Background: an optimization exercise with open tools, aiming at small area. Do not read the settings as production practice.
The RTL was checked by simulation tests, not by an equivalence proof against the original design.
Power figures rest on the tool's default switching activity, not on a simulated workload.

$ cat flow/run.sh
#!/bin/bash
# synth_recipe.tcl (not shown) runs the flow's synth.tcl, then flattens the netlist and writes it again
# the make line also repeats each setting of config.mk as NAME=value (left out here)
make -C /OpenROAD-flow-scripts/flow DESIGN_CONFIG=/design/flow/config.mk WORK_HOME=/design/flow/orfs CLKGATE_MAP_FILE= SYNTH_SCRIPT=/design/flow/synth_recipe.tcl finish
$ cat flow/config.mk
export PLATFORM = sky130hd
export DESIGN_NAME = sad_disparity_row
export DESIGN_NICKNAME = sad_disparity_row
export VERILOG_FILES = /design/flow/design.v
export SDC_FILE = /design/flow/constraint.sdc
export NUM_CORES = 4
export LEC_CHECK = 0
export CAP_MARGIN = 20
export CORE_MARGIN = 2
export CORE_UTILIZATION = 40
export CTS_BUF_LIST = sky130_fd_sc_hd__clkbuf_8
export CTS_CLUSTER_DIAMETER = 60
export CTS_CLUSTER_SIZE = 16
export SLEW_MARGIN = 20
$ cat flow/constraint.sdc
create_clock -name core_clock -period 6.0 [get_ports {clk}]
set_input_delay 1.2000 -clock core_clock [delete_from_list [all_inputs] [get_ports {clk}]]
set_output_delay 1.2000 -clock core_clock [all_outputs]
set_load 0.01 [all_outputs]
$ cat flow/design.v
package sad_disparity_row_pkg;
    localparam int H_ACTIVE_DEF = 640;
    localparam int V_ACTIVE_DEF = 480;
    localparam int MAXD_DEF     = 16;
    localparam int WIN_DEF      = 5;
    function automatic logic lt11(input logic [10:0] x, input logic [10:0] y);
        logic r;
        r = 1'b0;
        for (int i = 0; i < 11; i++) begin
            r = (x[i] ^ y[i]) ? y[i] : r;
        end
        lt11 = r;
    endfunction
    function automatic logic carry_la(input logic [7:0] x, input logic [7:0] y, input logic c5);
        logic g, p;
        g = (x[5] & y[5]);
        g = (x[6] & y[6]) | (x[6] & g) | (y[6] & g);
        g = (x[7] & y[7]) | (x[7] & g) | (y[7] & g);
        p = (x[5] | y[5]) & (x[6] | y[6]) & (x[7] | y[7]);
        carry_la = g | (p & c5);
    endfunction
endpackage
module sad_argmin (
    input  logic             clk,
    input  logic [15:0][10:0] sad_i,
    output logic [10:0]      min_o,
    output logic [3:0]       idx_o
);
    logic [7:0][10:0] v1;
    logic [7:0]       i1;
    logic [3:0][10:0] v2_d, v2_q;
    logic [3:0][1:0]  i2_d, i2_q;
    logic [1:0][10:0] v3;
    logic [1:0][2:0]  i3;
    logic [10:0] min_d;
    logic [3:0]  idx_d;
    always_comb begin
        for (int i = 0; i < 8; i++) begin
            i1[i] = sad_disparity_row_pkg::lt11(sad_i[2*i+1], sad_i[2*i]);
            v1[i] = i1[i] ? sad_i[2*i+1] : sad_i[2*i];
        end
        for (int i = 0; i < 4; i++) begin
            if (sad_disparity_row_pkg::lt11(v1[2*i+1], v1[2*i])) begin
                v2_d[i] = v1[2*i+1];
                i2_d[i] = {1'b1, i1[2*i+1]};
            end else begin
                v2_d[i] = v1[2*i];
                i2_d[i] = {1'b0, i1[2*i]};
            end
        end
        for (int i = 0; i < 2; i++) begin
            if (sad_disparity_row_pkg::lt11(v2_q[2*i+1], v2_q[2*i])) begin
                v3[i] = v2_q[2*i+1];
                i3[i] = {1'b1, i2_q[2*i+1]};
            end else begin
                v3[i] = v2_q[2*i];
                i3[i] = {1'b0, i2_q[2*i]};
            end
        end
        if (sad_disparity_row_pkg::lt11(v3[1], v3[0])) begin
            min_d = v3[1];
            idx_d = {1'b1, i3[1]};
        end else begin
            min_d = v3[0];
            idx_d = {1'b0, i3[0]};
        end
    end
    always_ff @(posedge clk) begin
        v2_q <= v2_d;
        i2_q <= i2_d;
        min_o <= min_d;
        idx_o <= idx_d;
    end
endmodule
module sad_disparity_row (
    input  logic        clk,
    input  logic        rst_n,
    input  logic [31:0] ix,
    input  logic [31:0] iy,
    input  logic [7:0]  a,
    input  logic [7:0]  b,
    output logic [31:0] ox,
    output logic [31:0] oy,
    output logic [3:0]  disp,
    output logic        disp_valid,
    output logic [10:0] cost
);
    localparam int MAXD = 16;
    localparam int WIN  = 5;
    localparam int BH   = MAXD + WIN;    
    localparam int AH   = WIN + 1;       
    logic active, row_start, vld_in;
    logic shift_en, hold_en;
    logic row_ok_q;
    logic [BH-1:0][7:0] bh_q;
    logic [AH-1:0][7:0] nah_q;           
    logic act1_q, start1_q;
    logic [MAXD-1:0][10:0] sum_q;
    logic [MAXD-1:0][10:0] sum_d;
    logic [10:0] min_sad;
    logic [3:0]  min_idx;
    logic [1:0][10:0] cost_p_q;
    logic [1:0][3:0]  disp_p_q;
    logic [5:0][31:0] ix_p_q;
    logic [5:0][31:0] iy_p_q;
    logic [5:0] v_p_q;
    logic [5:0] rv_p_q;
    assign active = (ix < 32'd640) && (iy < 32'd480);
    assign row_start = active && (ix == 32'd0);
    assign vld_in = active && row_ok_q && (ix >= 32'd19);
    assign shift_en = active & ~row_start;
    assign hold_en = ~active;
    always_ff @(posedge clk) begin
        bh_q[0] <= active ? b : bh_q[0];
        nah_q[0] <= active ? ~a : nah_q[0];
        for (int i = 1; i < BH; i++) begin
            bh_q[i] <= ({8{shift_en}} & bh_q[i-1]) | ({8{hold_en}} & bh_q[i]);
        end
        for (int i = 1; i < AH; i++) begin
            nah_q[i] <= ({8{shift_en}} & nah_q[i-1]) | ({8{hold_en}} & nah_q[i])
                      | {8{row_start}};
        end
        act1_q <= active;
        start1_q <= row_start;
    end
    always_comb begin
        for (int d = 0; d < MAXD; d++) begin
            logic [8:0] c1, c2;
            logic [7:0] t1, t2, u1, v2;
            logic co1, co2;
            logic [10:0] s, ps, pc;
            c1[0] = 1'b0;
            c2[0] = 1'b0;
            for (int i = 0; i < 8; i++) begin
                t1[i] = nah_q[0][i] ^ bh_q[d][i] ^ c1[i];
                c1[i+1] = (nah_q[0][i] & bh_q[d][i]) | (c1[i] & (nah_q[0][i] ^ bh_q[d][i]));
                t2[i] = nah_q[AH-1][i] ^ bh_q[d+WIN][i] ^ c2[i];
                c2[i+1] = (nah_q[AH-1][i] & bh_q[d+WIN][i]) | (c2[i] & (nah_q[AH-1][i] ^ bh_q[d+WIN][i]));
            end
            co1 = sad_disparity_row_pkg::carry_la(nah_q[0], bh_q[d], c1[5]);
            co2 = sad_disparity_row_pkg::carry_la(nah_q[AH-1], bh_q[d+WIN], c2[5]);
            u1 = t1 ^ {8{~co1}};
            v2 = t2 ^ {8{co2}};
            s = start1_q ? 11'd0 : sum_q[d];
            for (int i = 0; i < 8; i++) begin
                ps[i] = s[i] ^ u1[i] ^ v2[i];
                pc[i] = (s[i] & u1[i]) | (s[i] & v2[i]) | (u1[i] & v2[i]);
            end
            ps[10:8] = ~s[10:8];
            pc[10:8] = s[10:8];
            sum_d[d] = ps + {pc[9:0], co1} + {10'd0, ~co2};
        end
    end
    always_ff @(posedge clk) begin
        if (act1_q) begin
            sum_q <= sum_d;
        end
    end
    sad_argmin u_argmin (
        .clk   (clk),
        .sad_i (sum_q),
        .min_o (min_sad),
        .idx_o (min_idx)
    );
    always_ff @(posedge clk) begin
        cost_p_q[0] <= min_sad;
        disp_p_q[0] <= min_idx;
        cost_p_q[1] <= cost_p_q[0];
        disp_p_q[1] <= disp_p_q[0];
        ix_p_q[0] <= ix;
        iy_p_q[0] <= iy;
        for (int i = 1; i < 6; i++) begin
            ix_p_q[i] <= ix_p_q[i-1];
            iy_p_q[i] <= iy_p_q[i-1];
        end
    end
    always_ff @(posedge clk or negedge rst_n) begin
        if (!rst_n) begin
            row_ok_q <= 1'b0;
            v_p_q <= '0;
            rv_p_q <= '0;
        end else begin
            row_ok_q <= row_ok_q | row_start;
            v_p_q <= {v_p_q[4:0], vld_in};
            rv_p_q <= {rv_p_q[4:0], 1'b1};
        end
    end
    assign ox = rv_p_q[5] ? ix_p_q[5] : 32'd0;
    assign oy = rv_p_q[5] ? iy_p_q[5] : 32'd0;
    assign disp_valid = v_p_q[5];
    assign disp = v_p_q[5] ? disp_p_q[1] : 4'd0;
    assign cost = v_p_q[5] ? cost_p_q[1] : 11'd0;
endmodule
==> results by group, run 1 <==
Run status
  • Status: no timing/DRC/antenna violations

Routing
  • Routed Wire Length: 121 mm
  • ANT nets after route: 0
  • First DRT Iteration DRCs: 2151
  • Drt first pass iters: 8
  • Total vias in the final route: 31251
  • WL/cell: around 19 um
  • # DRC: 0
  • Vias per cell: 4.89

Final layout
  • Cell area after layout: 55300 um^2
  • Sequential cell area: 19800 um^2
  • # fillers: about 11000
  • Share of layout cells above drive strength 1: 8.72%
  • Core Util, Final: between 40% and 50%
  • Nets: 5527
  • Multi-input combinational cell area: 26100 um^2
  • P&R area growth vs syn: 13.9%
  • Final Instance Count excl. Fillers: 6393

Placement
  • DPL Wire Length: 92.3 mm
  • Setup WS pre-CTS: -0.00661 ns
  • GPL Wtd Cong: 0.912
  • Placed cell areas: roughly 53000 um^2
  • Inst Count DP: around 6200
  • # port buffers: 161

Floorplan
  • I/O pins: 162
  • Core ar.: 120000 um^2
  • Row count: 127
  • Die Wd: 352 um
  • Die span in y: 352 um
  • Starting Density: 40.4%
  • Die area: between 100000 and 150000 um^2

STA
  • Tmin final: 5.80 ns
  • Worst setup margin: ~0.20 ns
  • Setup_tns: 0 ns
  • Max-slew violation count: 0
  • Final setup violation count: 0
  • Slew of the pin with the lowest slew margin: about 1.0 ns
  • Relative slew slack: 30.7%
  • Max Clock Skew: 0.0504 ns
  • RSZ-0062 raised after global routing: true
  • Final hold vios: 0
  • Peak Freq: 172 MHz
  • Crit share post-route: between 90 and 100%

Synth
  • Mean post-synth cell area: 10.9 um^2
  • Sequential cell area fraction in the yosys report: 40.7%
  • Portion of netlist area occupied by mux cells: 2.70%
  • Synth unique cells: 82
  • Yosys warning total: 2
  • Post-synthesis adder-cell area fraction: 25.0%
  • Synth Area in Compound Gates: 10.0%
  • Synthesized cell area: roughly 49000 um^2
  • Post-synthesis instance total: roughly 4400
  • Xor/xnor share of the synthesized area: 8.08%
  • #FFs+latches synth: 888
  • Simple logic cell fraction of the synthesized area: 6.83%
  • Main flop type after synthesis: dfxtp_1
  • Syn Nets: 5258
  • Ys async rst share: 1.46%
  • Number of flops mapped to enable cells by yosys: 192
  • Largest family of logic cells by synthesized area: adder cells

Setup path
  • Critical path launch point type: register
  • Worst Path Max Fanout: 9
  • Worst EP required: 6.52 ns
  • FF-to-FF setup slack: 0.20 ns
  • Crit Path Class: register to register
  • WP data arrival: ~6.3 ns
  • Critical path origin: nah_q[0]$_DFFE_PP_
  • Reg-to-Reg Start: nah_q[0]$_DFFE_PP_
  • Worst setup EP type: register

Power and ir drop
  • Clock power frac: 40.7%
  • Pint: 8.23 mW
  • Comb power frac: 1.4%
  • LEAKAGE: 25.4 nW
  • Peak supply drop: 0.178 mV
  • Switching share of power: 23.5%
  • NetSw: 2.52 mW
  • Pwr dens: 194 nW/um^2
  • Sequential power share: approximately 58%

Clock network
  • CTS tree: yes
  • Hold-fix buffer count after cts: 0
  • Clock slew at reported path FFs: 0.09 ns
  • CTS Sinks: 888
  • Skew-Pair Late Insertion Delay: 0.78 ns
  • Clock H-tree levels: 3
  • Root Driver: clkbuf_8
  • TritonCTS Buffers: 95
  • Clk buf depth: 3

Global route
  • Busiest metal layer after global routing: met2
  • Total GRT Usage: 19.4%
  • GRT met1 Usage: 26.8%
  • Met2 usage: 31.0%
  • Maximum number of pins on one net before global-route repair: 190
  • First-pass GRT wire length: 186 mm
  • Met3 usage: 3.31%
  • Initial antenna violation count: 7
  • Grt ovf: 0
  • Vias in the first global route: ~31000

Flow run
  • MaxCap Viol Count: 0

Worst hold path
  • Hold crit path type: register to register
  • Hold Crit Start: ix_p_q[16]$_DFF_P_
## stage by stage
step	hold slack, ns	power, mW
floorplan	0.310	6.40
global placement	0.310	6.51
detailed placement	0.312	6.52
CTS	0.320	10.9
global route	0.327	11.2
finish	0.320	10.8
## what timing repair did
| item | CTS | global route |
|---|---|---|
| setup endpoints to repair | 2 | 43 |
| pin swaps | 0 | 42 |
| gates resized for setup | 2 | 127 |
| gates cloned | 0 | 1 |
| setup buffers | 0 | 9 |
## power by group through the flow
stage          logic (mW)  clock network [mW]  registers, mW
3_3_place_gp        0.147                   0           6.37
6_report            0.146                4.37           6.23
5_1_grt             0.157                4.76           6.25
4_1_cts             0.149                4.54           6.23
2_1_floorplan      0.0360                   0           6.36
3_5_place_dp        0.148                   0           6.37
## final timing paths
path                                            end  cells past startpoint
worst min register to register   ix_p_q[48]$_DFF_P_                      0
worst max-delay path            sum_q[87]$_DFFE_PP_                     27
worst min-delay path             ix_p_q[48]$_DFF_P_                      0
max in group asynchronous       rv_p_q[5]$_DFF_PN0_                      1
min in group asynchronous       rv_p_q[2]$_DFF_PN0_                      1
worst max register to register  sum_q[87]$_DFFE_PP_                     27
## layout make-up
cell class              instances  area share, %
multi-input cells            2715           47.1
diodes                          1        0.00453
inverters                     746           5.07
well taps                    1612           3.65
clock buffers                  98           2.44
flip-flops and latches        888           35.8
clock inverters                64           1.33
repair buffers                269           4.60
## logic make-up (layout without fill, tap and decap cells)
logic type / after synthesis / in the layout
AOI/OAI and AO/OA: 752 / 752
xor gates and xnor gates: 448 / 448
adders and majority gates: 767 / 767
buffers and inverters: 843 / 1177
DFF: 888 / 888
muxes: 128 / 128
other: 1 / 2
and+or+nand+nor: 619 / 619
## worst max-delay path: stages (launching register included)
cell	delay [ns]
edfxtp_1	0.35
buf_4	0.12
buf_12	0.15
ha_1	0.15
inv_1	0.04
fa_1	0.37
fa_1	0.39
fa_1	0.41
fa_1	0.43
nor4_2	0.16
nor2_1	0.07
nand2_1	0.17
xor2_1	0.12
fa_1	0.51
inv_1	0.05
fa_1	0.44
inv_1	0.10
fa_1	0.22
inv_1	0.06
a21oi_2	0.14
o21ai_2	0.08
a21oi_1	0.18
o21ai_2	0.09
a21oi_1	0.16
o21bai_1	0.10
a21o_1	0.19
a21oi_1	0.19
xor2_1	0.10
## synth_stat cells, drive strengths merged (4+ instances only)
library cell / number / area share (%)
inv: 744 / 5.8
dfxtp: 683 / 28
ha: 378 / 9.7
fa: 352 / 15
xnor2: 254 / 4.6
xor2: 194 / 3.5
nand2b: 193 / 2.5
edfxtp: 192 / 12
o22ai: 192 / 2.5
a21oi: 174 / 1.8
o21ai: 120 / 1.2
nor2: 112 / 0.89
nand2: 111 / 0.86
mux2i: 106 / 2.2
and2: 87 / 1.1
clkbuf: 85 / 0.66
a21o: 45 / 0.70
nor4: 43 / 0.55
maj3: 37 / 0.78
nor2b: 36 / 0.46
o21a: 35 / 0.54
o21bai: 33 / 0.51
o22a: 26 / 0.47
a211oi: 25 / 0.42
mux2: 22 / 0.51
a22o: 20 / 0.36
nor3: 15 / 0.15
dfrtp: 13 / 0.67
buf: 12 / 0.17
a31oi: 10 / 0.16
o31ai: 8 / 0.15
a221o: 7 / 0.14
a22oi: 7 / 0.11
a2111oi: 6 / 0.16
a21boi: 5 / 0.077
nand4: 5 / 0.064
o2111ai: 5 / 0.090
o221ai: 5 / 0.090
a222oi: 4 / 0.082
nand3: 4 / 0.041
o211ai: 4 / 0.062
or2: 4 / 0.052
## placed cells by master, fill, tap and decap left out, types with 87 or more instances in the layout
cell,synthesis,layout
inv_1,741,743
dfxtp_1,683,678
ha_1,378,378
fa_1,352,335
xnor2_1,254,253
nand2b_1,193,193
o22ai_1,192,192
edfxtp_1,192,192
xor2_1,194,181
clkdlybuf4s50_1,0,161
a21oi_1,174,149
nor2_1,110,110
nand2_1,111,106
mux2i_1,106,106
clkbuf_8,0,98
buf_4,2,98
and2_1,87,87
## layer usage
layer | routed length (um) | vias to the layer above | part of all wire (%)
met5 | 20 | - | 0.016
met4 | 3260 | 2 | 2.7
met3 | 7860 | 188 | 6.5
met2 | 54700 | 872 | 45
met1 | 55600 | 15145 | 46
li1 | - | 15044 | -
## flip-flops by register name (all words and copies together), names as in the netlist, 8 cells and up
name / cells
sum_q: 176
iy_p_q: 192
ix_p_q: 192
cost_p_q: 22
u_argmin.min_o: 11
bh_q: 168
u_argmin.i2_q: 8
u_argmin.v2_q: 44
disp_p_q: 8
nah_q: 48
==> run 2: changes to the inputs <==
--- a/flow/config.mk
+++ b/flow/config.mk
@@ -8,7 +8,4 @@
 export CAP_MARGIN = 20
 export CORE_MARGIN = 2
 export CORE_UTILIZATION = 40
-export CTS_BUF_LIST = sky130_fd_sc_hd__clkbuf_8
-export CTS_CLUSTER_DIAMETER = 60
-export CTS_CLUSTER_SIZE = 16
 export SLEW_MARGIN = 20
==> run 2 against run 1 <==
Net effect:
- sequential cell count is the same
- cell count grew 0.39%
- clock power grew 38%
- first-iteration DRC count grew 7.2%
- combinational power is essentially flat
- maximum frequency grew 0.32%
- register-to-register slack gained 0.02 ns
- power grew 15%
- wire length grew 1.1%
- die area is the same
- non-clock buffer count grew 7
- largest power group unchanged
==> results by group, run 2 <==
Synth
  • Post-synth top cells: 741 x inv_1, 683 x dfxtp_1, 378 x ha_1 (unchanged)
  • Mean post-synth cell area: 10.9 um^2 (unchanged)
  • Synth unique cells: 82 (unchanged)
  • Most frequent cell after synthesis: inv_1 (unchanged)
  • #FFs+latches synth: 888 (unchanged)
  • Post-synth top area cell: dfxtp_1 (unchanged)
  • Synthesized cell area: 48500 um^2 (unchanged)
  • Synth top area share: 28.2% (unchanged)
  • Number of flops mapped to enable cells by yosys: 192 (unchanged)
  • Sequential cell area fraction in the yosys report: 40.7% (unchanged)
  • Yosys warning total: 2 (unchanged)
  • Main flop type after synthesis: dfxtp_1 (unchanged)
  • Area contributors post-synth: dfxtp_1 28%, fa_1 15%, edfxtp_1 12% (unchanged)
  • Ys async rst share: 1.46% (unchanged)
  • Syn Nets: 5258 (unchanged)
  • Post-synthesis instance total: 4446 (unchanged)

Clock network
  • Clock H-tree levels: 3 (unchanged)
  • TritonCTS Buffers: 97 (was 95)
  • Clk buf depth: 3 (unchanged)
  • Hold-fix buffer count after cts: 0 (unchanged)
  • CTS tree: yes (unchanged)
  • Root Driver: clkbuf_16 (was clkbuf_8)
  • Skew-Pair Late Insertion Delay: 0.70 ns (was 0.78 ns)
  • Clock slew at reported path FFs: 0.06 ns (was 0.09 ns)
  • CTS Sinks: 888 (unchanged)

Worst hold path
  • Hold Path Cell Cnt: 0 (unchanged)
  • Hold crit path type: register to register (unchanged)
  • Hold Crit Start: ix_p_q[109]$_DFF_P_ (was ix_p_q[16]$_DFF_P_)
  • Hold Crit Endpoint: ix_p_q[141]$_DFF_P_ (was ix_p_q[48]$_DFF_P_)

Routing
  • Vias per cell: 4.90 (was 4.89)
  • WL/cell: 19.1 um (was 19.0 um)
  • Drt first pass iters: 7 (was 8)
  • ANT nets after route: 0 (unchanged)
  • Total vias in the final route: 31420 (was 31251)
  • # DRC: 0 (unchanged)
  • Routed Wire Length: 123 mm (was 121 mm)
  • First DRT Iteration DRCs: 2305 (was 2151)

Power and ir drop
  • Overall power: 12.4 mW (was 10.8 mW)
  • Peak supply drop: 0.225 mV (was 0.178 mV)
  • Pwr dens: 219 nW/um^2 (was 194 nW/um^2)
  • LEAKAGE: 26.0 nW (was 25.4 nW)

Placement
  • # port buffers: 161 (unchanged)
  • Placed cell areas: 52600 um^2 (unchanged)
  • GPL Wtd Cong: 0.912 (unchanged)
  • DPL Wire Length: 92.3 mm (unchanged)
  • Inst Count DP: 6220 (unchanged)

STA
  • Crit share post-route: 96.3% (was 96.6%)
  • Max Clock Skew: 0.0344 ns (was 0.0504 ns)
  • Final setup violation count: 0 (unchanged)
  • Peak Freq: 173 MHz (was 172 MHz)
  • Hold WS: 0.318 ns (was 0.320 ns)
  • Max-slew violation count: 0 (unchanged)
  • Final hold vios: 0 (unchanged)
  • Tmin final: 5.78 ns (was 5.80 ns)
  • Relative slew slack: 29.7% (was 30.7%)
  • Slew of the pin with the lowest slew margin: 1.06 ns (was 1.04 ns)

Floorplan
  • Die area: 124000 um^2 (unchanged)
  • Core ar.: 120000 um^2 (unchanged)
  • Die Wd: 352 um (unchanged)
  • Die span in y: 352 um (unchanged)
  • I/O pins: 162 (unchanged)
  • Row count: 127 (unchanged)
  • Starting Density: 40.4% (unchanged)

Setup path
  • R2r endpoint: sum_q[120]$_DFFE_PP_ (was sum_q[87]$_DFFE_PP_)
  • Worst-case reg-to-reg path depth: 27 (unchanged)
  • Worst setup EP type: register (unchanged)
  • Critical path launch point type: register (unchanged)
  • FF-to-FF setup slack: 0.22 ns (was 0.20 ns)
  • Reg-to-Reg Start: nah_q[0]$_DFFE_PP_ (unchanged)
  • Worst EP required: 6.42 ns (was 6.52 ns)
  • WP data arrival: 6.20 ns (was 6.32 ns)
  • Crit Path Class: register to register (unchanged)
  • Worst Path Max Fanout: 4 (was 9)

Global route
  • Initial antenna violation count: 8 (was 7)
  • Maximum number of pins on one net before global-route repair: 190 (unchanged)
  • Vias in the first global route: 31674 (was 31422)
  • Grt ovf: 0 (unchanged)
  • Total GRT Usage: 19.5% (was 19.4%)
  • First-pass GRT wire length: 187 mm (was 186 mm)

Final layout
  • Final Instance Count excl. Fillers: 6418 (was 6393)
  • Commonest cells after routing, fill and taps aside: 737 x inv_1, 679 x dfxtp_1, 378 x ha_1, 328 x fa_1, 253 x xnor2_1 (was 743 x inv_1, 678 x dfxtp_1, 378 x ha_1, 335 x fa_1, 253 x xnor2_1)
  • # diodes: 0 (was 1)
  • Core Util, Final: 47.2% (was 46.0%)
  • P&R area growth vs syn: 16.7% (was 13.9%)
  • Nets: 5536 (was 5527)
  • Share of layout cells above drive strength 1: 9.36% (was 8.72%)
  • Biggest regs: ix_p_q (192), iy_p_q (192), sum_q (176) (unchanged)
  • Cell area after layout: 56600 um^2 (was 55300 um^2)
  • Commonest non-fill, non-tap cell in the layout: inv_1 (unchanged)

Run status
  • Status: no timing/DRC/antenna violations (unchanged)

Flow run
  • MaxCap Viol Count: 0 (unchanged)
## run 2: cell counts after synthesis
Identical to the previous run, type by type.
## run 2: worst max-delay path, stage by stage (launching register included)
cell and delay [ns]:
edfxtp_1 0.34, buf_6 0.15, clkbuf_16 0.17, ha_1 0.15
inv_1 0.05, fa_1 0.37, fa_1 0.39, fa_1 0.38
fa_1 0.42, nor4_1 0.19, nor2_1 0.08, nand2_2 0.10
xor2_2 0.08, fa_1 0.50, inv_1 0.05, fa_1 0.45
inv_1 0.10, fa_1 0.21, inv_1 0.05, a21oi_1 0.15
o21ai_1 0.11, a21oi_1 0.19, o21ai_2 0.08, a21oi_1 0.17
o21bai_1 0.13, a21o_1 0.20, a21oi_2 0.15, xor2_1 0.08
## run 2: what timing repair did
action | 4_1_cts | 5_1_grt
resized for setup | 4 | 146
gates cloned | 0 | 2
pin swaps | 0 | 56
endpoints found under the setup margin | 4 | 46
buffers inserted | 0 | 15
## run 2: where the power goes
part           leakage, nW  internal, mW  switching, mW  total [mW]
Clock                 1.64          3.46           2.55        6.02
Sequential            7.58          6.22         0.0262        6.24
Combinational         16.7        0.0958         0.0504       0.146
## run 2: final cells by class
cell class	count	area, um^2
clock buffers	136	2900
well taps	1612	2020
multi-input cells	2715	26100
flip-flops and latches	888	19800
clock inverters	45	402
repair buffers	276	2630
fillers	11043	63500
inverters	746	2810
## run 2: kinds of logic (layout without fill, tap and decap cells)
logic type | after synthesis | in the layout | share of synthesized area, %
flip-flops | 888 | 888 | 40.7
adder cells (fa/ha/maj) | 767 | 767 | 25.0
multiplexers | 128 | 128 | 2.70
buffers and inverters | 843 | 1203 | 6.59
AND/OR/NAND/NOR | 619 | 619 | 6.83
XOR/XNOR | 448 | 448 | 8.08
other | 1 | 1 | 0.00773
AO/OA/AOI/OAI | 752 | 752 | 10.0
## run 2: layer usage
layer  up-vias  GRT usage, %  routed length, um
li1      15081             -                  -
met1     15276          26.9              55700
met2       891          31.3              55700
met3       172          3.43               8260
met4         0          5.63               3150
met5         -             0                  0
## run 2: worst max path at each step
stage | start | to | slack, ns | cells past startpoint
global placement | nah_q[0]$_DFFE_PP_ | sum_q[164]$_DFFE_PP_ | 0.11 | 26
detailed placement | nah_q[0]$_DFFE_PP_ | sum_q[120]$_DFFE_PP_ | -0.007 | 26
global route | nah_q[0]$_DFFE_PP_ | sum_q[175]$_DFFE_PP_ | -0.05 | 27
floorplan | nah_q[1]$_DFFE_PP_ | sum_q[65]$_DFFE_PP_ | 0.02 | 24
CTS | nah_q[0]$_DFFE_PP_ | sum_q[109]$_DFFE_PP_ | 0.001 | 26
finish | nah_q[0]$_DFFE_PP_ | sum_q[120]$_DFFE_PP_ | 0.22 | 27
## run 2: through the flow
stage | TNS [ns] | worst slack (ns)
floorplan | 0 | 0.0234
global placement | 0 | 0.109
detailed placement | -0.0104 | -0.00661
CTS | 0 | 0.00116
global route | -0.287 | -0.0492
finish | 0 | 0.221
==> run 3: changes to the inputs <==
--- a/flow/design.v
+++ b/flow/design.v
@@ -7,7 +7,7 @@
         logic r;
         r = 1'b0;
         for (int i = 0; i < 11; i++) begin
-            r = (x[i] ^ y[i]) ? y[i] : r;
+            r = (~x[i] & y[i]) | (~x[i] & r) | (y[i] & r);
         end
         lt11 = r;
     endfunction
@@ -108,11 +108,11 @@
     assign active = (ix < 32'd640) && (iy < 32'd480);
     assign row_start = active && (ix == 32'd0);
     assign vld_in = active && row_ok_q && (ix >= 32'd19);
-    assign shift_en = active & ~row_start;
-    assign hold_en = ~active;
+    assign shift_en = act1_q & ~row_start;
+    assign hold_en = ~act1_q & ~row_start;
     always_ff @(posedge clk) begin
-        bh_q[0] <= active ? b : bh_q[0];
-        nah_q[0] <= active ? ~a : nah_q[0];
+        bh_q[0] <= b;
+        nah_q[0] <= ~a;
         for (int i = 1; i < BH; i++) begin
             bh_q[i] <= ({8{shift_en}} & bh_q[i-1]) | ({8{hold_en}} & bh_q[i]);
         end
@@ -129,13 +129,14 @@
             logic [7:0] t1, t2, u1, v2;
             logic co1, co2;
             logic [10:0] s, ps, pc;
+            logic [11:0] r;
             c1[0] = 1'b0;
             c2[0] = 1'b0;
             for (int i = 0; i < 8; i++) begin
-                t1[i] = nah_q[0][i] ^ bh_q[d][i] ^ c1[i];
-                c1[i+1] = (nah_q[0][i] & bh_q[d][i]) | (c1[i] & (nah_q[0][i] ^ bh_q[d][i]));
-                t2[i] = nah_q[AH-1][i] ^ bh_q[d+WIN][i] ^ c2[i];
-                c2[i+1] = (nah_q[AH-1][i] & bh_q[d+WIN][i]) | (c2[i] & (nah_q[AH-1][i] ^ bh_q[d+WIN][i]));
+                t1[i] = (nah_q[0][i] ^ c1[i]) ^ bh_q[d][i];
+                c1[i+1] = (nah_q[0][i] & bh_q[d][i]) | (c1[i] & nah_q[0][i]) | (c1[i] & bh_q[d][i]);
+                t2[i] = (nah_q[AH-1][i] ^ c2[i]) ^ bh_q[d+WIN][i];
+                c2[i+1] = (nah_q[AH-1][i] & bh_q[d+WIN][i]) | (c2[i] & nah_q[AH-1][i]) | (c2[i] & bh_q[d+WIN][i]);
             end
             co1 = sad_disparity_row_pkg::carry_la(nah_q[0], bh_q[d], c1[5]);
             co2 = sad_disparity_row_pkg::carry_la(nah_q[AH-1], bh_q[d+WIN], c2[5]);
--- a/flow/config.mk
+++ b/flow/config.mk
@@ -8,4 +8,9 @@
 export CAP_MARGIN = 20
 export CORE_MARGIN = 2
 export CORE_UTILIZATION = 40
+export CTS_BUF_LIST = sky130_fd_sc_hd__clkbuf_8
+export CTS_CLUSTER_DIAMETER = 60
+export CTS_CLUSTER_SIZE = 16
+export SETUP_SLACK_MARGIN = 0.3
 export SLEW_MARGIN = 20
+export TNS_END_PERCENT = 100
==> run 3 against run 2 <==
Net effect:
- sequential share of layout area grew 0.28 points
- critical endpoint is now sum_q[98]$_DFFE_PP_
- worst hold slack gained 0.0046 ns
- maximum frequency shrank 0.19%
- final area shrank 1.5%
- largest cell class unchanged
- non-clock buffer count grew 189
- clock skew grew 0.029 ns
- highest routed layer is now met5
- utilization grew 0.93 points
- sequential power grew 1%
==> results by group, run 3 <==
Run status
  • Status: no timing/DRC/antenna violations (unchanged)

Clock network
  • CTS tree: yes (unchanged)
  • Hold-fix buffer count after cts: 0 (unchanged)
  • TritonCTS Buffers: 87 (was 97)
  • CTS Sinks: 888 (unchanged)
  • Root Driver: clkbuf_8 (was clkbuf_16)
  • Clk buf depth: 3 (unchanged)
  • Clock H-tree levels: 3 (unchanged)
  • Clock slew at reported path FFs: 0.10 ns (was 0.06 ns)
  • Skew-Pair Late Insertion Delay: 0.81 ns (was 0.70 ns)

Setup path
  • FF-to-FF setup slack: 0.21 ns (was 0.22 ns)
  • Crit. path cell count: 25 (was 27)
  • Critical path launch point type: register (unchanged)
  • CP dominant cell by count: fa_2 (was fa_1)
  • CP bufs+invs: 4 (was 6)
  • Worst-case reg-to-reg path depth: 25 (was 27)
  • R2r endpoint: sum_q[98]$_DFFE_PP_ (was sum_q[120]$_DFFE_PP_)
  • Worst setup EP type: register (unchanged)
  • WP data arrival: 6.31 ns (was 6.20 ns)
  • Largest delay share family, worst path: adder cells (unchanged)
  • Critical path's largest stage delay: 0.45 ns (was 0.50 ns)
  • Worst Path Max Fanout: 6 (was 4)
  • Worst EP required: 6.52 ns (was 6.42 ns)
  • Slowest cell on crit path: fa_1 (unchanged)
  • Reg-to-Reg Start: nah_q[40]$_DFF_P_ (was nah_q[0]$_DFFE_PP_)
  • Crit Path Class: register to register (unchanged)

STA
  • Peak Freq: 173 MHz (about the same)
  • Max Clock Skew: 0.0636 ns (was 0.0344 ns)
  • Tmin final: 5.79 ns (was 5.78 ns)
  • RSZ-0062 raised after global routing: true
  • Final setup violation count: 0 (unchanged)
  • Crit share post-route: 96.5% (was 96.3%)
  • Hold WS: 0.322 ns (was 0.318 ns)
  • Relative slew slack: 27.0% (was 29.7%)
  • Max-slew violation count: 0 (unchanged)
  • Slew of the pin with the lowest slew margin: 1.09 ns (was 1.06 ns)
  • Final hold vios: 0 (unchanged)

Synth
  • Synth unique cells: 84 (was 82)
  • Main flop type after synthesis: dfxtp_1 (unchanged)
  • Sequential cell area fraction in the yosys report: 41.9% (was 40.7%)
  • Post-synth top cells: 699 x dfxtp_1, 434 x inv_1, 352 x fa_1 (was 741 x inv_1, 683 x dfxtp_1, 378 x ha_1)
  • Syn Nets: 4823 (was 5258)
  • Synthesized cell area: 46700 um^2 (was 48500 um^2)
  • Ys async rst share: 1.46% (unchanged)
  • Post-synthesis instance total: 4213 (was 4446)
  • Synth top area share: 29.9% (was 28.2%)
  • Most frequent cell after synthesis: dfxtp_1 (was inv_1)
  • #FFs+latches synth: 888 (unchanged)
  • Area contributors post-synth: dfxtp_1 30%, fa_1 15%, edfxtp_1 11% (was dfxtp_1 28%, fa_1 15%, edfxtp_1 12%)
  • Yosys warning total: 2 (unchanged)
  • Post-synth top area cell: dfxtp_1 (unchanged)
  • Number of flops mapped to enable cells by yosys: 176 (was 192)
  • Mean post-synth cell area: 11.1 um^2 (was 10.9 um^2)

Placement
  • DPL Wire Length: 91.2 mm (was 92.3 mm)
  • Placed cell areas: 51100 um^2 (was 52600 um^2)
  • GPL Wtd Cong: 0.876 (was 0.912)
  • # port buffers: 161 (unchanged)

Global route
  • Maximum number of pins on one net before global-route repair: 132 (was 190)
  • Vias in the first global route: 29843 (was 31674)
  • Initial antenna violation count: 3 (was 8)
  • Total GRT Usage: 19.8% (was 19.5%)
  • Grt ovf: 0 (unchanged)
  • First-pass GRT wire length: 181 mm (was 187 mm)

Final layout
  • # fillers: 10586 (was 11043)
  • Nets: 5228 (was 5536)
  • Sequential cell area: 19600 um^2 (was 19800 um^2)
  • Commonest non-fill, non-tap cell in the layout: dfxtp_1 (was inv_1)
  • P&R area growth vs syn: 19.4% (was 16.7%)
  • Commonest cells after routing, fill and taps aside: 687 x dfxtp_1, 404 x inv_1, 325 x nor2_1, 273 x mux2i_1, 242 x buf_4 (was 737 x inv_1, 679 x dfxtp_1, 378 x ha_1, 328 x fa_1, 253 x xnor2_1)
  • Share of layout cells above drive strength 1: 20.3% (was 9.36%)
  • Biggest regs: ix_p_q (192), iy_p_q (192), sum_q (176) (unchanged)
  • Multi-input combinational cell area: 26500 um^2 (was 26100 um^2)
  • Cell area after layout: 55800 um^2 (was 56600 um^2)

Routing
  • First DRT Iteration DRCs: 2013 (was 2305)
  • Vias per cell: 4.90 (about the same)
  • # DRC: 0 (unchanged)
  • Total vias in the final route: 30394 (was 31420)
  • ANT nets after route: 0 (unchanged)
  • Routed Wire Length: 121 mm (was 123 mm)
  • WL/cell: 19.5 um (was 19.1 um)
  • Drt first pass iters: 7 (unchanged)

Floorplan
  • Row count: 125 (was 127)
  • Die area: 120000 um^2 (was 124000 um^2)
  • Starting Density: 40.3% (was 40.4%)
  • Die Wd: 346 um (was 352 um)
  • Core ar.: 116000 um^2 (was 120000 um^2)
  • I/O pins: 162 (unchanged)
  • Die span in y: 346 um (was 352 um)

Flow run
  • MaxCap Viol Count: 0 (unchanged)

Power and ir drop
  • Peak supply drop: 0.165 mV (was 0.225 mV)
  • Pwr dens: 210 nW/um^2 (was 219 nW/um^2)
  • LEAKAGE: 23.9 nW (was 26.0 nW)

Worst hold path
  • Hold crit path type: register to register (unchanged)
  • Hold Crit Start: u_argmin.min_o[2]$_DFF_P_ (was ix_p_q[109]$_DFF_P_)
  • Hold Crit Endpoint: cost_p_q[2]$_DFF_P_ (was ix_p_q[141]$_DFF_P_)
  • Hold Path Cell Cnt: 0 (unchanged)
[run 3: cell types whose count changed after synthesis, sizes merged, moves of 48 or more]
| cell | delta |
|---|---|
| mux2i | +168 |
| o22ai | -169 |
| maj3 | +95 |
| inv | -304 |
| nor2b | +80 |
| o21ai | -48 |
| nand2b | -122 |
| nor2 | +213 |
| ha | -202 |
[run 3: where the power goes]
| part | internal (mW) | switching (mW) | total, mW |
|---|---|---|---|
| Combinational | 0.720 | 0.713 | 1.43 |
| Sequential | 6.27 | 0.0301 | 6.30 |
| Clock | 1.57 | 2.38 | 3.95 |
[run 3: metrics by stage]
step | setup slack, ns | power, mW | setup TNS (ns) | util [%] | std cells
after floorplan | 0.204 | 7.24 | 0 | - | 4213
after global placement | -0.0998 | 7.63 | -0.363 | 44.1 | 5917
after detailed placement | -0.215 | 7.66 | -1.36 | 44.1 | 5917
after CTS | 0.174 | 11.7 | 0 | 46.6 | 6119
after global routing | 0.00366 | 12.2 | 0 | 48.1 | 6199
final | 0.210 | 11.7 | 0 | 48.1 | 6199
[run 3: per-layer routing]
layer / wire length (um) / global-route usage, % / vias to the layer above
met5: 19 / 0 / -
met4: 3010 / 5.60 / 2
met3: 6790 / 3.45 / 192
met2: 53600 / 30.6 / 797
met1: 57300 / 28.4 / 14711
li1: - / - / 14692
[run 3: area by class of cell]
type                            count  share of cell area [%]
Multi-Input combinational cell   2733                    47.4
Sequential cell                   888                    35.2
Timing Repair Buffer              465                    7.75
Tap cell                         1524                    3.42
Inverter                          443                    3.00
Clock buffer                       88                    2.17
Clock inverter                     57                    1.02
Antenna cell                        1                 0.00449
[run 3: logic make-up after synthesis]
family / Yosys count / synth area share [%]
AOI/OAI and AO/OA: 559 / 8.01
DFF: 888 / 41.9
and+or+nand+nor: 798 / 8.24
adders and majority gates: 660 / 22.6
other: 1 / 0.00802
buffers and inverters: 592 / 4.89
muxes: 299 / 6.48
xor gates and xnor gates: 416 / 7.80
[run 3: worst reg2reg max path: cells and delay by family (launching register included)]
family | cells | cell delay, ns
XOR/XNOR | 2 | 0.29
AO/OA/AOI/OAI | 9 | 1.36
adder cells (fa/ha/maj) | 10 | 3.11
buffers and inverters | 4 | 0.32
flip-flops | 1 | 0.44
[run 3: what timing repair did]
| item | in CTS | in global routing |
|---|---|---|
| cloned | 0 | 0 |
| endpoints found under the setup margin | 51 | 58 |
| pin swaps | 98 | 294 |
| gates resized for setup | 213 | 298 |
| setup buffers | 57 | 79 |
[run 3: worst max path at each step]
stage	from	endpoint	slack [ns]
detailed placement	nah_q[40]$_DFF_P_	sum_q[98]$_DFFE_PP_	-0.22
global route	nah_q[40]$_DFF_P_	sum_q[175]$_DFFE_PP_	0.004
finish	nah_q[40]$_DFF_P_	sum_q[98]$_DFFE_PP_	0.21
floorplan	nah_q[2]$_DFF_P_	sum_q[87]$_DFFE_PP_	0.20
CTS	nah_q[40]$_DFF_P_	sum_q[153]$_DFFE_PP_	0.17
global placement	nah_q[40]$_DFF_P_	sum_q[98]$_DFFE_PP_	-0.1
==> run 4: changes to the inputs <==
--- a/flow/design.v
+++ b/flow/design.v
@@ -7,7 +7,7 @@
         logic r;
         r = 1'b0;
         for (int i = 0; i < 11; i++) begin
-            r = (~x[i] & y[i]) | (~x[i] & r) | (y[i] & r);
+            r = (x[i] ^ y[i]) ? y[i] : r;
         end
         lt11 = r;
     endfunction
@@ -108,11 +108,11 @@
     assign active = (ix < 32'd640) && (iy < 32'd480);
     assign row_start = active && (ix == 32'd0);
     assign vld_in = active && row_ok_q && (ix >= 32'd19);
-    assign shift_en = act1_q & ~row_start;
-    assign hold_en = ~act1_q & ~row_start;
+    assign shift_en = active & ~row_start;
+    assign hold_en = ~active;
     always_ff @(posedge clk) begin
-        bh_q[0] <= b;
-        nah_q[0] <= ~a;
+        bh_q[0] <= active ? b : bh_q[0];
+        nah_q[0] <= active ? ~a : nah_q[0];
         for (int i = 1; i < BH; i++) begin
             bh_q[i] <= ({8{shift_en}} & bh_q[i-1]) | ({8{hold_en}} & bh_q[i]);
         end
@@ -129,14 +129,13 @@
             logic [7:0] t1, t2, u1, v2;
             logic co1, co2;
             logic [10:0] s, ps, pc;
-            logic [11:0] r;
             c1[0] = 1'b0;
             c2[0] = 1'b0;
             for (int i = 0; i < 8; i++) begin
-                t1[i] = (nah_q[0][i] ^ c1[i]) ^ bh_q[d][i];
-                c1[i+1] = (nah_q[0][i] & bh_q[d][i]) | (c1[i] & nah_q[0][i]) | (c1[i] & bh_q[d][i]);
-                t2[i] = (nah_q[AH-1][i] ^ c2[i]) ^ bh_q[d+WIN][i];
-                c2[i+1] = (nah_q[AH-1][i] & bh_q[d+WIN][i]) | (c2[i] & nah_q[AH-1][i]) | (c2[i] & bh_q[d+WIN][i]);
+                t1[i] = nah_q[0][i] ^ bh_q[d][i] ^ c1[i];
+                c1[i+1] = (nah_q[0][i] & bh_q[d][i]) | (c1[i] & (nah_q[0][i] ^ bh_q[d][i]));
+                t2[i] = nah_q[AH-1][i] ^ bh_q[d+WIN][i] ^ c2[i];
+                c2[i+1] = (nah_q[AH-1][i] & bh_q[d+WIN][i]) | (c2[i] & (nah_q[AH-1][i] ^ bh_q[d+WIN][i]));
             end
             co1 = sad_disparity_row_pkg::carry_la(nah_q[0], bh_q[d], c1[5]);
             co2 = sad_disparity_row_pkg::carry_la(nah_q[AH-1], bh_q[d+WIN], c2[5]);
==> flow/flow/run.sh (new file) <==
#!/bin/bash
# Standard ORFS layout with three changes:
#  - synthesis uses flow/synth.tcl (the standard flow's script, ABC with flow/abc_area.script)
#  - flow/fapol.py then removes inverters around full adders (self-dual flips)
#  - port buffers are buf_1 cells
set -euo pipefail
HERE=$PWD
MK=$(sed -n 's/^\(make .*\) "\${@:-finish}"$/\1/p' standard.sh | sed "s#SYNTH_SCRIPT=[^ ]*#SYNTH_SCRIPT=$HERE/flow/synth.tcl#")
RES=$HERE/orfs/results/$FLOW_PLATFORM/sad_disparity_row/base
echo "$MK" > make_cmd.log
export MY_ABC_SCRIPT=$HERE/flow/abc_area.script
eval "$MK $RES/1_2_yosys.v" > synth.log 2>&1
cp $RES/1_2_yosys.v 1_2_yosys_orig.v
python3 flow/fapol.py 1_2_yosys_orig.v $RES/1_2_yosys.v > fapol.log 2>&1
eval "$MK BUFFER_PORTS_ARGS='-buffer_cell sky130_fd_sc_hd__buf_1' finish" > finish.log 2>&1
: # left out here: write the final layout as DEF
==> flow/flow/abc_area.script (new file) <==
&get -n
&st
&dch
&nf
&put
buffer -c
topo
stime -c
upsize -c
dnsize -c
==> flow/flow/fapol.py (new file) <==
#!/usr/bin/env python3
"""Remove inverters around full-adder cells in a Yosys-written sky130 netlist.

A full adder is self-dual: inverting all three inputs inverts both outputs.
Each fa cell may therefore be flipped (inputs and outputs complemented). This
script chooses flips that minimise the number of inverters, then rebuilds the
inverters: one per signal that is needed in the polarity its driver does not
provide. Everything else in the netlist is left as it is.

usage: fapol.py IN.v OUT.v
"""
import re
import sys

CELL_RE = re.compile(r'^\s*(sky130_fd_sc_hd__\w+)\s+(\S+)\s*\((.*?)\);', re.S | re.M)
PIN_RE = re.compile(r'\.(\w+)\(\s*(.*?)\s*\)(?=\s*,|\s*$)', re.S)
OUT_PINS = {'X', 'Y', 'Q', 'Q_N', 'COUT', 'SUM', 'HI', 'LO'}


def esc(n):
    return n + ' ' if n.startswith('\\') else n


def main(src, dst):
    text = open(src).read()
    mod_start = text.index('module ')
    body_start = text.index(';', mod_start) + 1
    end = text.rindex('endmodule')
    head = text[:body_start]
    body = text[body_start:end]

    ports = set()
    for m in re.finditer(r'^\s*(input|output)\s+(\[[^\]]*\]\s*)?(\S+);', body, re.M):
        ports.add(m.group(3))

    cells = []
    spans = []
    for m in CELL_RE.finditer(body):
        typ, name, pins_s = m.group(1), m.group(2), m.group(3)
        pins = [(p, n.strip()) for p, n in PIN_RE.findall(pins_s)]
        cells.append([typ, name, pins])
        spans.append((m.start(), m.end()))

    def base_of(net):
        # port bits such as ox[3] belong to port ox
        b = net.split('[')[0].strip()
        return b

    def is_port(net):
        return base_of(net) in ports or net in ports

    def is_const(net):
        return "'" in net

    driver = {}
    for i, (typ, name, pins) in enumerate(cells):
        for p, n in pins:
            if p in OUT_PINS:
                driver[n] = (i, p)

    def is_xor(i):
        return re.match(r'sky130_fd_sc_hd__x(n)?or[23]_\d+$', cells[i][0]) is not None

    def is_inv(i):
        return re.match(r'sky130_fd_sc_hd__(clk)?inv_\d+$', cells[i][0]) is not None

    # inverters that may be removed: input and output not a port or constant
    removable = set()
    for i, (typ, name, pins) in enumerate(cells):
        if is_inv(i):
            d = dict(pins)
            if not is_port(d['Y']) and not is_const(d['A']):
                removable.add(i)

    def root(net):
        par = 0
        seen = 0
        while net in driver and driver[net][0] in removable and seen < 100:
            net = dict(cells[driver[net][0]][2])['A']
            par ^= 1
            seen += 1
        return net, par

    fas = [i for i, c in enumerate(cells) if c[0].startswith('sky130_fd_sc_hd__fa_')]
    fa_idx = {i: k for k, i in enumerate(fas)}
    flip = [0] * len(fas)
    fixed = [False] * len(fas)

    # consumers: list of (root_net, parity, fa_k or None)
    # a consumer needs signal root^parity ^ (flip of consumer fa if any)
    consumers = {}
    flex = []
    fa_in = {k: [] for k in range(len(fas))}
    for i, (typ, name, pins) in enumerate(cells):
        if i in removable:
            continue
        k = fa_idx.get(i)
        for pi, (p, n) in enumerate(pins):
            if p in OUT_PINS:
                continue
            if is_const(n):
                if k is not None:
                    fixed[k] = True
                continue
            r, par = root(n)
            if is_xor(i):
                flex.append((i, pi, r, par))
                continue
            consumers.setdefault(r, []).append((i, pi, par, k))
            if k is not None:
                fa_in[k].append(r)
    # output ports driven through removable inverters: treat port as consumer
    port_cons = []
    for i in removable:
        pass

    # roots driven by fa outputs
    fa_out = {k: [] for k in range(len(fas))}
    root_fa = {}
    for k, i in enumerate(fas):
        for p, n in cells[i][2]:
            if p in OUT_PINS:
                fa_out[k].append(n)
                root_fa[n] = k
                if is_port(n):
                    fixed[k] = True


    def phys(r):
        k = root_fa.get(r)
        return flip[k] if k is not None else 0

    def need_inv(r):
        ph = phys(r)
        for (i, pi, par, k) in consumers.get(r, []):
            want = par ^ (flip[k] if k is not None else 0)
            if want != ph:
                return 1
        return 0

    def cost_local(k):
        rs = set(fa_in[k]) | set(fa_out[k])
        return sum(need_inv(r) for r in rs), rs

    total = sum(need_inv(r) for r in consumers)
    # carry chains: fa whose CIN root is another fa's COUT
    out_pin_fa = {}
    for k, i in enumerate(fas):
        d = dict(cells[i][2])
        out_pin_fa[d['COUT']] = k
    nxt = {}
    prv = {}
    for k, i in enumerate(fas):
        d = dict(cells[i][2])
        if is_const(d['CIN']):
            continue
        r, _ = root(d['CIN'])
        j = out_pin_fa.get(r)
        if j is not None and j not in nxt and k not in prv:
            nxt[j] = k
            prv[k] = j
    groups = []
    for k in range(len(fas)):
        if k in prv:
            continue
        ch = [k]
        while ch[-1] in nxt:
            ch.append(nxt[ch[-1]])
        # every contiguous run of the chain is a candidate group
        for a in range(len(ch)):
            for b in range(a + 1, len(ch) + 1):
                groups.append(ch[a:b])

    def try_flip(ks, allow_equal):
        if any(fixed[k] for k in ks):
            return False
        rs = set()
        for k in ks:
            rs |= set(fa_in[k]) | set(fa_out[k])
        before = sum(need_inv(r) for r in rs)
        for k in ks:
            flip[k] ^= 1
        after = sum(need_inv(r) for r in rs)
        if after < before or (allow_equal and after == before):
            return after < before
        for k in ks:
            flip[k] ^= 1
        return False

    import random
    rnd = random.Random(1)
    for rounds in range(40):
        improved = False
        for g in groups:
            if try_flip(g, False):
                improved = True
        if not improved:
            if rounds > 30:
                break
            order = list(range(len(fas)))
            rnd.shuffle(order)
            for k in order[:len(order) // 4]:
                try_flip([k], True)
    total2 = sum(need_inv(r) for r in consumers)

    # rebuild
    new_cells = []
    inv_net = {}
    ninv = 0
    for r in consumers:
        if need_inv(r):
            nn = '_fapol_n%d_' % ninv
            inv_net[r] = nn
            new_cells.append('  sky130_fd_sc_hd__inv_1 _fapol_i%d_ (\n    .A(%s),\n    .Y(%s)\n  );\n' % (ninv, esc(r), nn))
            ninv += 1
    for r in consumers:
        ph = phys(r)
        for (i, pi, par, k) in consumers[r]:
            want = par ^ (flip[k] if k is not None else 0)
            p, n = cells[i][2][pi]
            cells[i][2][pi] = (p, r if want == ph else inv_net[r])

    toggles = {}
    for (i, pi, r, par) in flex:
        ph = phys(r)
        p, n = cells[i][2][pi]
        cells[i][2][pi] = (p, r)
        if par ^ ph:
            toggles[i] = toggles.get(i, 0) ^ 1
    for i, t in toggles.items():
        if t:
            typ = cells[i][0]
            if '__xnor' in typ:
                cells[i][0] = typ.replace('__xnor', '__xor')
            else:
                cells[i][0] = typ.replace('__xor', '__xnor')
            if '2_' in typ:
                # xor2 drives X, xnor2 drives Y
                newp = 'Y' if '__xor2' in typ else 'X'
                cells[i][2] = [(newp if p in ('X', 'Y') else p, n) for p, n in cells[i][2]]
    out = []
    pos = 0
    for i, (s, e) in enumerate(spans):
        out.append(body[pos:s])
        if i not in removable:
            typ, name, pins = cells[i]
            out.append('\n  %s %s (\n%s\n  );' % (typ, name, ',\n'.join('    .%s(%s)' % (p, esc(n)) for p, n in pins)))
        pos = e
    out.append(body[pos:])
    newbody = ''.join(out)
    decl = ''.join('  wire %s;\n' % inv_net[r] for r in inv_net)
    res = head + '\n' + decl + newbody + ''.join(new_cells) + text[end:]
    open(dst, 'w').write(res)
    old_inv = sum(1 for i in range(len(cells)) if is_inv(i))
    print('fapol: %d fa cells, %d flipped, inverters %d -> %d (removable %d, kept %d, new %d)' % (
        len(fas), sum(flip), old_inv, old_inv - len(removable) + ninv, len(removable),
        old_inv - len(removable), ninv))


if __name__ == '__main__':
    main(sys.argv[1], sys.argv[2])
==> flow/flow/synth.tcl (new file) <==
# The standard flow's synthesis script, with the ABC step given an area-leaning script
proc synth {args} { yosys synth -nofsm -noshare {*}$args }
proc abc {args} {
  set i [lsearch -exact $args -script]
  if {$i >= 0 && [info exists ::env(MY_ABC_SCRIPT)]} {
    set args [lreplace $args [expr {$i+1}] [expr {$i+1}] $::env(MY_ABC_SCRIPT)]
  }
  yosys abc {*}$args
}
source $::env(SCRIPTS_DIR)/synth.tcl
# left out here: clear keep_hierarchy, flatten, clean up, hide names made inside functions, write 1_2_yosys.v
==> flow/standard.sh (new file) <==
#!/bin/bash
# synth_recipe.tcl (not shown) runs the flow's synth.tcl, then flattens the netlist and writes it again
# the make line also repeats each setting of config.mk as NAME=value (left out here)
make -C /OpenROAD-flow-scripts/flow DESIGN_CONFIG=/design/flow/config.mk WORK_HOME=/design/flow/orfs CLKGATE_MAP_FILE= SYNTH_SCRIPT=/design/flow/synth_recipe.tcl "${@:-finish}"
--- a/flow/config.mk
+++ b/flow/config.mk
@@ -8,9 +8,4 @@
 export CAP_MARGIN = 20
 export CORE_MARGIN = 2
 export CORE_UTILIZATION = 40
-export CTS_BUF_LIST = sky130_fd_sc_hd__clkbuf_8
-export CTS_CLUSTER_DIAMETER = 60
-export CTS_CLUSTER_SIZE = 16
-export SETUP_SLACK_MARGIN = 0.3
 export SLEW_MARGIN = 20
-export TNS_END_PERCENT = 100
removed: flow/run.sh
==> run 4 against run 3 <==
Net effect:
- still clean on timing, DRC and antenna
- final area fell by 3.5%
- worst hold slack got worse by 0.0066 ns
- highest routed layer unchanged
- cell count fell by 1.6%
- sequential power fell by 1%
- clock power rose by 55%
- synthesized area rose by 1.5%
==> results by group, run 4 <==
Run status
  • Status: no timing/DRC/antenna violations (unchanged)

Final layout
  • # fillers: 10867 (was 10586)
  • Core Util, Final: 45.7% (was 48.1%)
  • Biggest regs: ix_p_q (192), iy_p_q (192), sum_q (176) (unchanged)
  • Cell area after layout: 53800 um^2 (was 55800 um^2)
  • P&R area growth vs syn: 13.5% (was 19.4%)
  • Nets: 5294 (was 5228)
  • Commonest cells after routing, fill and taps aside: 679 x dfxtp_1, 623 x inv_1, 378 x ha_1, 332 x fa_1, 227 x xnor2_1 (was 687 x dfxtp_1, 404 x inv_1, 325 x nor2_1, 273 x mux2i_1, 242 x buf_4)
  • Share of layout cells above drive strength 1: 7.27% (was 20.3%)
  • Sequential cell area: 19800 um^2 (was 19600 um^2)
  • Multi-input combinational cell area: 25000 um^2 (was 26500 um^2)
  • Commonest non-fill, non-tap cell in the layout: dfxtp_1 (unchanged)

Clock network
  • Post-CTS Setup Repair Bufs: 0 (was 57)
  • CTS tree: yes (unchanged)
  • Post-cts gate resize count: 0 (was 213)
  • Clk buf depth: 3 (unchanged)
  • Clock H-tree levels: 3 (unchanged)
  • Hold-fix buffer count after cts: 0 (unchanged)
  • Clock slew at reported path FFs: 0.06 ns (was 0.10 ns)
  • CTS Sinks: 888 (unchanged)
  • TritonCTS Buffers: 97 (was 87)
  • Root Driver: clkbuf_16 (was clkbuf_8)
  • Skew-Pair Late Insertion Delay: 0.72 ns (was 0.81 ns)

STA
  • Worst setup margin: 0.213 ns (was 0.210 ns)
  • Peak Freq: 173 MHz (about the same)
  • RSZ-0062 raised after global routing: true (unchanged)
  • Max-slew violation count: 0 (unchanged)
  • Final setup violation count: 0 (unchanged)
  • Max Clock Skew: 0.0532 ns (was 0.0636 ns)
  • Hold WS: 0.316 ns (was 0.322 ns)
  • Tmin final: 5.79 ns (about the same)
  • Final hold vios: 0 (unchanged)
  • Relative slew slack: 23.4% (was 27.0%)
  • Crit share post-route: 96.4% (was 96.5%)
  • Slew of the pin with the lowest slew margin: 1.15 ns (was 1.09 ns)

Setup path
  • CP dominant cell by count: fa_1 (was fa_2)
  • Crit Path Class: register to register (unchanged)
  • Critical path launch point type: register (unchanged)
  • CP cell instances: buf_12 > ha_1 > fa_1 > fa_1 > fa_1 > fa_2 > inv_1 > nor4_1 > nor2_1 > nand2_1 > xor2_1 > fa_1 > inv_1 > fa_1 > fa_2 > inv_1 > o21ai_0 > a21o_1 > a21o_1 > a21oi_2 > o21bai_1 > a21o_1 > a21oi_1 > xnor2_1
  • WP data arrival: 6.24 ns (was 6.31 ns)
  • CP bufs+invs: 4 (unchanged)
  • Worst Path Max Fanout: 9 (was 6)
  • Critical path's largest stage delay: 0.52 ns (was 0.45 ns)
  • Largest delay share family, worst path: adder cells (unchanged)
  • Worst EP required: 6.46 ns (was 6.52 ns)
  • Slowest cell on crit path: fa_1 (unchanged)
  • Worst setup EP type: register (unchanged)

Routing
  • Total vias in the final route: 30039 (was 30394)
  • ANT nets after route: 0 (unchanged)
  • Drt first pass iters: 5 (was 7)
  • # DRC: 0 (unchanged)
  • Routed Wire Length: 120 mm (was 121 mm)
  • WL/cell: 19.7 um (was 19.5 um)
  • Vias per cell: 4.92 (was 4.90)
  • First DRT Iteration DRCs: 2063 (was 2013)

Global route
  • Vias in the first global route: 30551 (was 29843)
  • Maximum number of pins on one net before global-route repair: 191 (was 132)
  • Initial antenna violation count: 5 (was 3)
  • Total GRT Usage: 19.8% (about the same)
  • First-pass GRT wire length: 183 mm (was 181 mm)
  • Grt ovf: 0 (unchanged)

Floorplan
  • I/O pins: 162 (unchanged)
  • Die area: 121000 um^2 (was 120000 um^2)
  • Die Wd: 348 um (was 346 um)
  • Starting Density: 40.3% (about the same)
  • Die span in y: 348 um (was 346 um)
  • Core ar.: 118000 um^2 (was 116000 um^2)
  • Row count: 126 (was 125)

Power and ir drop
  • LEAKAGE: 24.4 nW (was 23.9 nW)
  • Peak supply drop: 0.239 mV (was 0.165 mV)
  • Pwr dens: 231 nW/um^2 (was 210 nW/um^2)

Synth
  • Synthesized cell area: 47400 um^2 (was 46700 um^2)
  • Syn Nets: 5043 (was 4823)
  • Mean post-synth cell area: 11.2 um^2 (was 11.1 um^2)
  • Post-synthesis instance total: 4231 (was 4213)
  • Yosys warning total: 2 (unchanged)

Placement
  • DPL Wire Length: 91.4 mm (was 91.2 mm)
  • # port buffers: 161 (unchanged)
  • GPL Wtd Cong: 0.953 (was 0.876)
  • Placed cell areas: 50300 um^2 (was 51100 um^2)
  • Setup WS pre-CTS: 0.0351 ns (was -0.215 ns)

Flow run
  • MaxCap Viol Count: 0 (unchanged)

Worst hold path
  • Hold crit path type: register to register (unchanged)
-- run 4: per-stage QoR --
| stage | std cells | total power, mW | setup TNS (ns) |
|---|---|---|---|
| CTS | 6101 | 12.6 | 0 |
| finish | 6102 | 12.5 | 0 |
| global route | 6101 | 12.9 | -0.124 |
| detailed placement | 5919 | 6.46 | 0 |
| global placement | 5919 | 6.46 | 0 |
| floorplan | 4231 | 6.40 | -0.00417 |
-- run 4: layer usage --
layer | vias up | share of wire, % | GRT usage (%)
li1 | 14482 | - | -
met2 | 825 | 46 | 32.5
met5 | - | 0.042 | 0
met4 | 6 | 3.5 | 6.77
met1 | 14510 | 45 | 26.7
met3 | 216 | 5.6 | 3.05
-- run 4: area by class of cell --
| type | instances | share of cell area (%) |
|---|---|---|
| sequential | 888 | 36.7 |
| multi-input combinational | 2624 | 46.5 |
| clock buffer | 134 | 5.33 |
| clock inverter | 48 | 0.944 |
| antenna | 1 | 0.00465 |
| inverter | 624 | 4.36 |
| timing repair buffer | 247 | 2.52 |
| tap | 1536 | 3.57 |
-- run 4: power breakdown --
part / internal (mW) / total, mW / leakage [nW] / switching, mW
combinational: 0.0336 / 0.0855 / 15.2 / 0.0519
sequential: 6.21 / 6.24 / 7.58 / 0.0268
clock: 3.50 / 6.13 / 1.64 / 2.63
-- run 4: final timing paths --
| kind | from | end | slack, ns | cells past startpoint |
|---|---|---|---|---|
| worst max-delay path | nah_q[0]$_DFFE_PP_ | sum_q[120]$_DFFE_PP_ | 0.21 | 24 |
| worst min-delay path | iy_p_q[21]$_DFF_P_ | iy_p_q[53]$_DFF_P_ | 0.32 | 0 |
| worst max register to register | nah_q[0]$_DFFE_PP_ | sum_q[120]$_DFFE_PP_ | 0.21 | 24 |
| worst min register to register | iy_p_q[21]$_DFF_P_ | iy_p_q[53]$_DFF_P_ | 0.32 | 0 |
| max in group asynchronous | rst_n | row_ok_q$_DFF_PN0_ | 4.96 | 1 |
| min in group asynchronous | rst_n | rv_p_q[5]$_DFF_PN0_ | 0.56 | 1 |
==> run 5: changes to the inputs <==
--- a/flow/design.v
+++ b/flow/design.v
@@ -129,13 +129,14 @@
             logic [7:0] t1, t2, u1, v2;
             logic co1, co2;
             logic [10:0] s, ps, pc;
+            logic [11:0] r;
             c1[0] = 1'b0;
             c2[0] = 1'b0;
             for (int i = 0; i < 8; i++) begin
-                t1[i] = nah_q[0][i] ^ bh_q[d][i] ^ c1[i];
-                c1[i+1] = (nah_q[0][i] & bh_q[d][i]) | (c1[i] & (nah_q[0][i] ^ bh_q[d][i]));
-                t2[i] = nah_q[AH-1][i] ^ bh_q[d+WIN][i] ^ c2[i];
-                c2[i+1] = (nah_q[AH-1][i] & bh_q[d+WIN][i]) | (c2[i] & (nah_q[AH-1][i] ^ bh_q[d+WIN][i]));
+                t1[i] = (nah_q[0][i] ^ c1[i]) ^ bh_q[d][i];
+                c1[i+1] = (nah_q[0][i] & bh_q[d][i]) | (c1[i] & nah_q[0][i]) | (c1[i] & bh_q[d][i]);
+                t2[i] = (nah_q[AH-1][i] ^ c2[i]) ^ bh_q[d+WIN][i];
+                c2[i+1] = (nah_q[AH-1][i] & bh_q[d+WIN][i]) | (c2[i] & nah_q[AH-1][i]) | (c2[i] & bh_q[d+WIN][i]);
             end
             co1 = sad_disparity_row_pkg::carry_la(nah_q[0], bh_q[d], c1[5]);
             co2 = sad_disparity_row_pkg::carry_la(nah_q[AH-1], bh_q[d+WIN], c2[5]);
==> run 5 against run 4 <==
Net effect:
- sequential cell count unchanged
- largest power group is now clock
- worst setup slack worse by 0.12 ns
- clock skew up 0.026 ns
- register-to-register slack worse by 0.12 ns
- worst hold slack better by 0.0023 ns
- critical path depth down 1
- sequential share of layout area up 1.5 points
- utilization up 0.91 points
- largest cell class unchanged
==> results by group, run 5 <==
Setup path
  • Worst setup EP type: register (unchanged)
  • Critical path origin: nah_q[0]$_DFFE_PP_ (unchanged)
  • Reg-to-Reg Start: nah_q[0]$_DFFE_PP_ (unchanged)
  • Worst EP required: 6.44 ns (was 6.46 ns)
  • Critical path launch point type: register (unchanged)

Global route
  • Maximum number of pins on one net before global-route repair: 167 (was 191)
  • Initial antenna violation count: 3 (was 5)
  • Vias in the first global route: 28695 (was 30551)
  • Total GRT Usage: 19.6% (was 19.8%)

Worst hold path
  • Hold Crit Start: iy_p_q[148]$_DFF_P_ (was iy_p_q[21]$_DFF_P_)
  • Hold crit path type: register to register (unchanged)

Final layout
  • Share of layout cells above drive strength 1: 10.7% (was 7.27%)
  • Biggest regs: ix_p_q (192), iy_p_q (192), sum_q (176) (unchanged)
  • Sequential cell area: 19800 um^2 (about the same)
  • Multi-input combinational cell area: 23400 um^2 (was 25000 um^2)
  • # fillers: 10197 (was 10867)
  • Commonest cells after routing, fill and taps aside: 676 x dfxtp_1, 407 x inv_1, 314 x fa_1, 242 x xnor2_1, 208 x a21oi_1 (was 679 x dfxtp_1, 623 x inv_1, 378 x ha_1, 332 x fa_1, 227 x xnor2_1)
  • P&R area growth vs syn: 15.2% (was 13.5%)

Run status
  • Status: no timing/DRC/antenna violations (unchanged)

Synth
  • Yosys warning total: 2 (unchanged)

Placement
  • # port buffers: 161 (unchanged)
  • Inst Count DP: 5549 (was 5919)
  • GPL Wtd Cong: 0.906 (was 0.953)
  • DPL Wire Length: 87.3 mm (was 91.4 mm)

Clock network
  • Clock H-tree levels: 3 (unchanged)
  • Hold-fix buffer count after cts: 0 (unchanged)
  • Clock slew at reported path FFs: 0.07 ns (was 0.06 ns)
  • Clk buf depth: 3 (unchanged)
  • Root Driver: clkbuf_16 (unchanged)
  • CTS tree: yes (unchanged)
  • CTS Sinks: 888 (unchanged)

Power and ir drop
  • LEAKAGE: 22.6 nW (was 24.4 nW)
  • Overall power: 12.6 mW (was 12.5 mW)

STA
  • RSZ-0062 raised after global routing: true (unchanged)
  • Max Clock Skew: 0.0796 ns (was 0.0532 ns)
  • Relative slew slack: 35.9% (was 23.4%)
  • Max-slew violation count: 0 (unchanged)
  • Final setup violation count: 0 (unchanged)
  • Tmin final: 5.90 ns (was 5.79 ns)
  • Final hold vios: 0 (unchanged)
  • Slew of the pin with the lowest slew margin: 0.962 ns (was 1.15 ns)

Floorplan
  • Die area: 115000 um^2 (was 121000 um^2)
  • Die Wd: 339 um (was 348 um)
  • Row count: 122 (was 126)
  • Die span in y: 339 um (was 348 um)
  • I/O pins: 162 (unchanged)

Routing
  • # DRC: 0 (unchanged)
  • Vias per cell: 5.00 (was 4.92)
  • First DRT Iteration DRCs: 1864 (was 2063)
==> run 5: layout make-up <==
cell class	count	area share, %
Multi-Input combinational cell	2481	45.2
Inverter	412	3.01
Clock buffer	134	5.56
Tap cell	1488	3.60
Clock inverter	46	1.13
Timing Repair Buffer	292	3.22
Sequential cell	888	38.2
==> run 5: per-layer routing <==
metal	wire (um)	share of wire, %	track usage [%]
met2	51100	45	31.1
met4	3390	3.0	6.21
met5	0	0	0
met3	6780	6.0	2.88
met1	52400	46	27.6
==> run 5: critical path, stage by stage (launching register included) <==
cell and delay [ns]:
edfxtp_1 0.43, buf_2 0.21, ha_1 0.21, fa_1 0.39, fa_1 0.39, fa_1 0.41
fa_1 0.39, inv_1 0.11, maj3_1 0.18, a21oi_1 0.08, a21oi_2 0.17, xor2_1 0.23
fa_1 0.46, fa_2 0.43, fa_1 0.46, nand3_1 0.10, nand2_1 0.09, nand3_1 0.09
nand2_1 0.08, a21oi_1 0.18, o21bai_1 0.12, a21o_1 0.19, a21oi_1 0.17, xnor2_1 0.10
==> run 5: repair_timing <==
item,4_1_cts,5_1_grt
buffers inserted,2,9
setup endpoints to repair,10,29
cloned,0,1
pin swaps,3,40
resized for setup,7,94
==> run 5: power by group <==
group	leakage, nW	internal, mW	switching, mW
registers	7.58	6.21	0.0262
clock network	1.68	3.70	2.56
logic	13.3	0.0336	0.0511
total	22.6	9.94	2.64
==> run 5: path summary, 6_finish.rpt <==
path                                              to  slack [ns]  cells after the start
worst max-delay path            sum_q[109]$_DFFE_PP_         0.1                     23
worst min-delay path             iy_p_q[180]$_DFF_P_        0.32                      0
worst max register to register  sum_q[109]$_DFFE_PP_         0.1                     23
worst min register to register   iy_p_q[180]$_DFF_P_        0.32                      0
max in group asynchronous        rv_p_q[5]$_DFF_PN0_        5.06                      1
min in group asynchronous         v_p_q[4]$_DFF_PN0_        0.51                      1
==> run 5: through the flow <==
| step | setup WS, ns | instance area, um^2 | utilization, % | hold WS [ns] |
|---|---|---|---|---|
| 5_1_grt | -0.114 | 51700 | 46.6 | 0.319 |
| 3_3_place_gp | 0.00399 | 47800 | 43.1 | 0.310 |
| 4_1_cts | -0.0155 | 51300 | 46.2 | 0.314 |
| 2_1_floorplan | -0.182 | 44900 | - | 0.310 |
| 3_5_place_dp | -0.0969 | 47800 | 43.1 | 0.312 |
| 6_report | 0.0969 | 51700 | 46.6 | 0.318 |

## static timing again, ports no longer ideal
How much do the figures lean on ideal ports? The routed layouts below were timed once more, with nothing changed but the port constraints. Step 1 assumes that a clkbuf_16 drives the clock port and a buf_2 every other input. Step 2, shift: input delay + t, output delay - t, t = (earliest + latest rising clock arrival at the registers) / 2. This alone moves slack from input paths to output paths. a / b / c = no drivers / after step 1 / after step 2; a / b = the first two.
run | t, ns | setup WS [ns]
run 1 | 0.824 | 0.203 / 0.203 / 0.203
run 2 | 0.746 | 0.221 / 0.221 / 0.221
run 3 | 0.837 | 0.210 / 0.210 / 0.210
run 4 | 0.762 | 0.213 / 0.213 / 0.213
run 5 | 0.742 | 0.097 / 0.097 / 0.097
After both steps every run listed still meets setup and hold.
